From an optimization exercise on the open Yosys and OpenROAD flow, aimed at small area, a short achievable clock period and few clock cycles; shortcuts taken in it are not production practice. Function was checked by simulation only, so behaviour that the tests miss may differ from the original. Power is estimated from default activity; no workload was simulated.

==> run a: inputs <==
## mips_top
module mips_top (
   input  logic       clk,
   input  logic       rst,
   output isa_pkg::word_t      inst_addr_o,
   input  isa_pkg::word_t      inst_data_i,
   output logic       data_en_o,
   output logic [3:0] data_wen_o,
   output isa_pkg::word_t      data_addr_o,
   output isa_pkg::word_t      data_wdata_o,
   input  isa_pkg::word_t      data_rdata_i,
   input  logic       psel_i,
   input  logic       penable_i,
   input  logic       pwrite_i,
   input  logic [7:0] paddr_i,
   input  isa_pkg::word_t      pwdata_i,
   output isa_pkg::word_t      prdata_o,
   output logic       pready_o,
   output logic       pslverr_o
);
Settings: LEC_CHECK=0, ABC_CLOCK_PERIOD_IN_PS=1000, CAP_MARGIN=20, CORE_MARGIN=2, CORE_UTILIZATION=62, SETUP_SLACK_MARGIN=2.6, SLEW_MARGIN=20, BUFFER_PORTS_ARGS=-buffer_cell sky130_fd_sc_hd__buf_2; clock period 5.5 ns.
standard.sh (not shown) runs the stock make flow with config.mk's settings and CLKGATE_MAP_FILE= SYNTH_SCRIPT=/design/flow/synth_recipe.tcl, a recipe that flattens the netlist after the stock synthesis.
==> flow/flow/run.sh <==
#!/bin/bash
# The standard layout, with the port buffers made of buf_2 cells
# instead of the default delay buffers.
set -e
echo 'export BUFFER_PORTS_ARGS = -buffer_cell sky130_fd_sc_hd__buf_2' >> config.mk
bash standard.sh > standard.log 2>&1
==> run b (differences from run a) <==
--- a/flow/design.v
+++ b/flow/design.v
@@ -144,36 +144,18 @@
    input  logic [31:0] b_i,
    output logic [15:0] lo_o,
    output logic        c16_o,
    output logic [15:0] hi0_o,    
    output logic [15:0] hi1_o,    
    output logic [31:0] lres_o
 );
    assign {c16_o, lo_o} = {1'b0, a_i[15:0]} + {1'b0, b_i[15:0]};
-   logic [15:0] hp, hg, gg [0:4], pp [0:4];
-   assign hp = a_i[31:16] ^ b_i[31:16];
-   assign hg = a_i[31:16] & b_i[31:16];
-   always_comb begin
-      gg[0] = hg;
-      pp[0] = hp;
-      for (int l = 0; l < 4; l++) begin
-         for (int i = 0; i < 16; i++) begin
-            if ((i >> l) & 1) begin
-               gg[l+1][i] = gg[l][i] | (pp[l][i] & gg[l][((i >> l) << l) - 1]);
-               pp[l+1][i] = pp[l][i] & pp[l][((i >> l) << l) - 1];
-            end else begin
-               gg[l+1][i] = gg[l][i];
-               pp[l+1][i] = pp[l][i];
-            end
-         end
-      end
-   end
-   assign hi0_o = hp ^ {gg[4][14:0], 1'b0};
-   assign hi1_o = hp ^ {gg[4][14:0] | pp[4][14:0], 1'b1};
+   assign hi0_o = a_i[31:16] + b_i[31:16];
+   assign hi1_o = a_i[31:16] + b_i[31:16] + 16'd1;
    always_comb begin
       case (op_i[1:0])
          2'b00:   lres_o = a_i & b_i;
          2'b01:   lres_o = a_i | b_i;
          2'b10:   lres_o = a_i ^ b_i;
          default: lres_o = b_i;
       endcase
    end
@@ -209,17 +191,17 @@
    logic [2:0]  e_op;
    logic [4:0]  e_dest;
    logic [31:0] e_a, e_b, e_sd;
    logic        m_valid, m_we, m_load, m_en, m_wr;
    logic [4:0]  m_dest;
    logic [31:0] m_sd;
    logic [15:0] m_lo, m_hi0, m_hi1;
    logic        m_c16;
-   logic        m_c16a, m_c16b;
+   logic        m_c16a;    
    logic        m_inv;     
    logic        m_slt, m_sa, m_sb;   
    logic [31:0] m_sum, m_val;
    logic        m_less;
    logic d_go, d_free;
    logic lu_q;    
    assign d_go   = d_valid && ok_q && !dbg_now_i && !lu_q;
    assign d_free = !d_valid || d_go;
@@ -386,29 +368,25 @@
       end
       m_load <= e_load;
       m_dest <= e_dest;
       m_lo   <= e_op[2] ? lres[15:0] : s_lo;
       m_hi0  <= e_op[2] ? lres[31:16] : s_hi0;
       m_hi1  <= s_hi1;
       m_c16  <= !e_op[2] && s_c16;
       m_c16a <= s_c16;
-      m_c16b <= (e_load || e_store) && s_c16;
       m_inv  <= !e_op[2] && !e_op[1] && e_op[0];
       m_slt  <= !e_op[2] && e_op[1];
       m_sa   <= !e_a[31];    
       m_sb   <= e_b[31];
       m_sd   <= e_sd;
    end
    assign data_en_o    = m_en;
    assign data_wen_o   = {4{m_wr}};
-   assign data_addr_o  = {m_c16a ? m_hi1[15:10] : m_hi0[15:10],
-                          m_c16b ? m_hi1[9:5]   : m_hi0[9:5],
-                          m_c16  ? m_hi1[4:0]   : m_hi0[4:0],
-                          m_lo};
+   assign data_addr_o  = {m_c16a ? m_hi1 : m_hi0, m_lo};
    assign data_wdata_o = m_sd;
    assign drained_o = d_valid && d_pc == stop_pc_i[31:2] && !e_valid;
 endmodule
 `timescale 1ns/1ns
 module cfg_regs (
    input  logic        clk,
    input  logic        rst,
    input  logic        psel_i,
@@ -424,48 +402,52 @@
    output logic [31:0] stop_pc_o,
    output logic [31:0] stop_pc_n_o,
    input  logic        drained_i,
    output logic        dbg_next_o,
    output logic [4:0]  dbg_addr_o,
    output logic        dbg_now_o,
    input  logic [31:0] dbg_data_i
 );
-   logic        a_ctrl_q, a_stop_q, a_stat_q, a_win_q;
+   logic [7:0]  pa_q;    
    logic        access, wr_ctrl, wr_stop;
    logic [31:0] rd_mux;
    assign access     = psel_i && penable_i;
    assign pready_o   = 1'b1;
    assign pslverr_o  = 1'b0;
-   assign wr_ctrl = access && pwrite_i && a_ctrl_q;
-   assign wr_stop = access && pwrite_i && a_stop_q;
+   assign wr_ctrl = access && pwrite_i && pa_q == 8'h00;
+   assign wr_stop = access && pwrite_i && pa_q == 8'h04;
    assign run_n_o     = wr_ctrl ? pwdata_i[0] : run_o;
    assign stop_pc_n_o = wr_stop ? pwdata_i : stop_pc_o;
    assign dbg_next_o = psel_i && !penable_i && !pwrite_i && paddr_i[7];
    assign dbg_addr_o = paddr_i[6:2];
    always_ff @(posedge clk) begin
-      if (psel_i && !penable_i) begin
-         a_ctrl_q <= paddr_i == 8'h00;
-         a_stop_q <= paddr_i == 8'h04;
-         a_stat_q <= paddr_i == 8'h08;
-         a_win_q  <= paddr_i[7];
-      end
+      if (psel_i && !penable_i) pa_q <= paddr_i;
       if (rst) begin
          run_o     <= 1'b0;
          stop_pc_o <= 32'hffff_fffc;
          dbg_now_o <= 1'b0;
       end else begin
          run_o     <= run_n_o;
          stop_pc_o <= stop_pc_n_o;
          dbg_now_o <= dbg_next_o;
       end
    end
-   assign rd_mux = ({32{a_win_q}}  & dbg_data_i)
-                 | ({32{a_stop_q}} & stop_pc_o)
-                 | {31'b0, (a_ctrl_q && run_o) || (a_stat_q && drained_i)};
+   always_comb begin
+      if (pa_q[7]) begin
+         rd_mux = dbg_data_i;
+      end else begin
+         case (pa_q)
+            8'h00:   rd_mux = {31'b0, run_o};
+            8'h04:   rd_mux = stop_pc_o;
+            8'h08:   rd_mux = {31'b0, drained_i};
+            default: rd_mux = '0;
+         endcase
+      end
+   end
    always_ff @(posedge clk) begin
       if (access && !pwrite_i) prdata_o <= rd_mux;
    end
 endmodule
 `timescale 1ns/1ns
 module mips_top (
    input  logic       clk,
    input  logic       rst,
==> flow/run.sh (new file) <==
#!/bin/bash
# synth_recipe.tcl (not shown) runs the flow's synth.tcl, then flattens the netlist and writes it again
# the make line also repeats each setting of config.mk as NAME=value (left out here)
make -C /OpenROAD-flow-scripts/flow DESIGN_CONFIG=/design/flow/config.mk WORK_HOME=/design/flow/orfs CLKGATE_MAP_FILE= SYNTH_SCRIPT=/design/flow/synth_recipe.tcl finish
==> flow/config.mk (replaced) <==
export PLATFORM = sky130hd
export DESIGN_NAME = mips_top
export DESIGN_NICKNAME = mips_top
export VERILOG_FILES = /design/flow/design.v
export SDC_FILE = /design/flow/constraint.sdc
export NUM_CORES = 4
export LEC_CHECK = 0
export ABC_CLOCK_PERIOD_IN_PS = 1000
export CAP_MARGIN = 20
export CORE_MARGIN = 2
export CORE_UTILIZATION = 55
export SETUP_SLACK_MARGIN = 2.5
export SLEW_MARGIN = 20
removed: flow/flow/run.sh
removed: flow/standard.sh
==> run c (differences from run a) <==
==> flow/config.mk (replaced) <==
export PLATFORM = sky130hd
export DESIGN_NAME = mips_top
export DESIGN_NICKNAME = mips_top
export VERILOG_FILES = /design/flow/design.v
export SDC_FILE = /design/flow/constraint.sdc
export NUM_CORES = 4
export LEC_CHECK = 0
export ABC_CLOCK_PERIOD_IN_PS = 1000
export CAP_MARGIN = 20
export CORE_MARGIN = 2
export CORE_UTILIZATION = 55
export SETUP_SLACK_MARGIN = 2.6
export SLEW_MARGIN = 20
export BUFFER_PORTS_ARGS = -buffer_cell sky130_fd_sc_hd__buf_2
==> qor summary <==
item	run c	run b	run a
Fraction of area in multi-input gates	0.2912	0.2879	0.2927
Post-synthesis area per instance	13.36 um2	13.64 um2	13.36 um2
Share of the final layout cell area in sequential cells	0.5608	0.5487	0.5676
Power attributed to the clock group	10.4 mW	10.5 mW	10.0 mW
Final Core Density	0.6390	0.6538	0.7173
TAP cells	1,488	1,488	1,276
Via-to-Cell Ratio	7.788	7.690	8.113
Launch instance of the worst min-delay path	u_pipe_core.e_sd[27]	u_pipe_core.e_sd[14]	u_pipe_core.e_sd[31]
Non-clk buf share	0.04335	0.06054	0.04079
Peak VDD IR	0.2988 mV	0.4018 mV	0.3530 mV
Register bit count reported by yosys	1,423	1,426	1,423
Number of clock-tree buffers in the layout	192	193	196
Fin area	70,430 um2	72,160 um2	69,570 um2
Netlist cell types	88	92	88
Power density over the cells	467.6 nW/um2	466.9 nW/um2	466.4 nW/um2
Count of warnings emitted by yosys	8	6	8
Switching power summed over all nets	10.24 mW	10.51 mW	10.14 mW
Run status	finished clean	finished clean	finished clean
Final non-filler cell total	6,475	6,410	6,244
GR Layer Usage met1	0.6078	0.5812	0.6160
Achievable frequency	0.3405 GHz	0.3185 GHz	0.3286 GHz
Number of buffers added by the clock tree synthesis step	148	148	144
Wire per inst	43.18 um	42.61 um	42.67 um
Static Leakage	25.43 nW	25.72 nW	25.17 nW
Number of multi-input combinational cells	2,708	2,628	2,705
Cell type with the highest occurrence count on the critical path	sky130_fd_sc_hd__buf_4	-	sky130_fd_sc_hd__buf_4
Testbench counts of run a, summed over its fixed seeds: cycles 6,806.
Testbench counts of run b, summed over its fixed seeds: cycles 6,806.
Testbench counts of run c, summed over its fixed seeds: cycles 6,806.

[afterwards: timing with drivers on the ports]
The results above use ideal ports. As a check the final layouts listed here were re-extracted and re-timed, cells and wires unchanged. Step 1, drivers: a clkbuf_16 drives clk and a buf_2 each remaining input, both assumed. Step 2 moves the port delays by t, midway between the first and last clock arrival at a register: inputs arrive t later, outputs are due t later. That takes back most of the time a late clock gives input paths. Slacks: ideal ports / drivers / drivers and shift; pairs: ideal ports / drivers.
| run | t, ns | setup WS [ns] | latest minus earliest clock arrival (ns) |
|---|---|---|---|
| run a | 0.842 | 2.457 / 2.457 / 1.839 | 0.042 / 0.042 |
| run b | 0.859 | 2.361 / 2.330 / 1.849 | 0.058 / 0.058 |
| run c | 0.846 | 2.563 / 2.558 / 2.110 | 0.031 / 0.032 |
After both steps every run listed still meets setup and hold. The setup slack of run a, which loses most, moves by 0.000 ns with the drivers and by -0.618 ns with both steps.
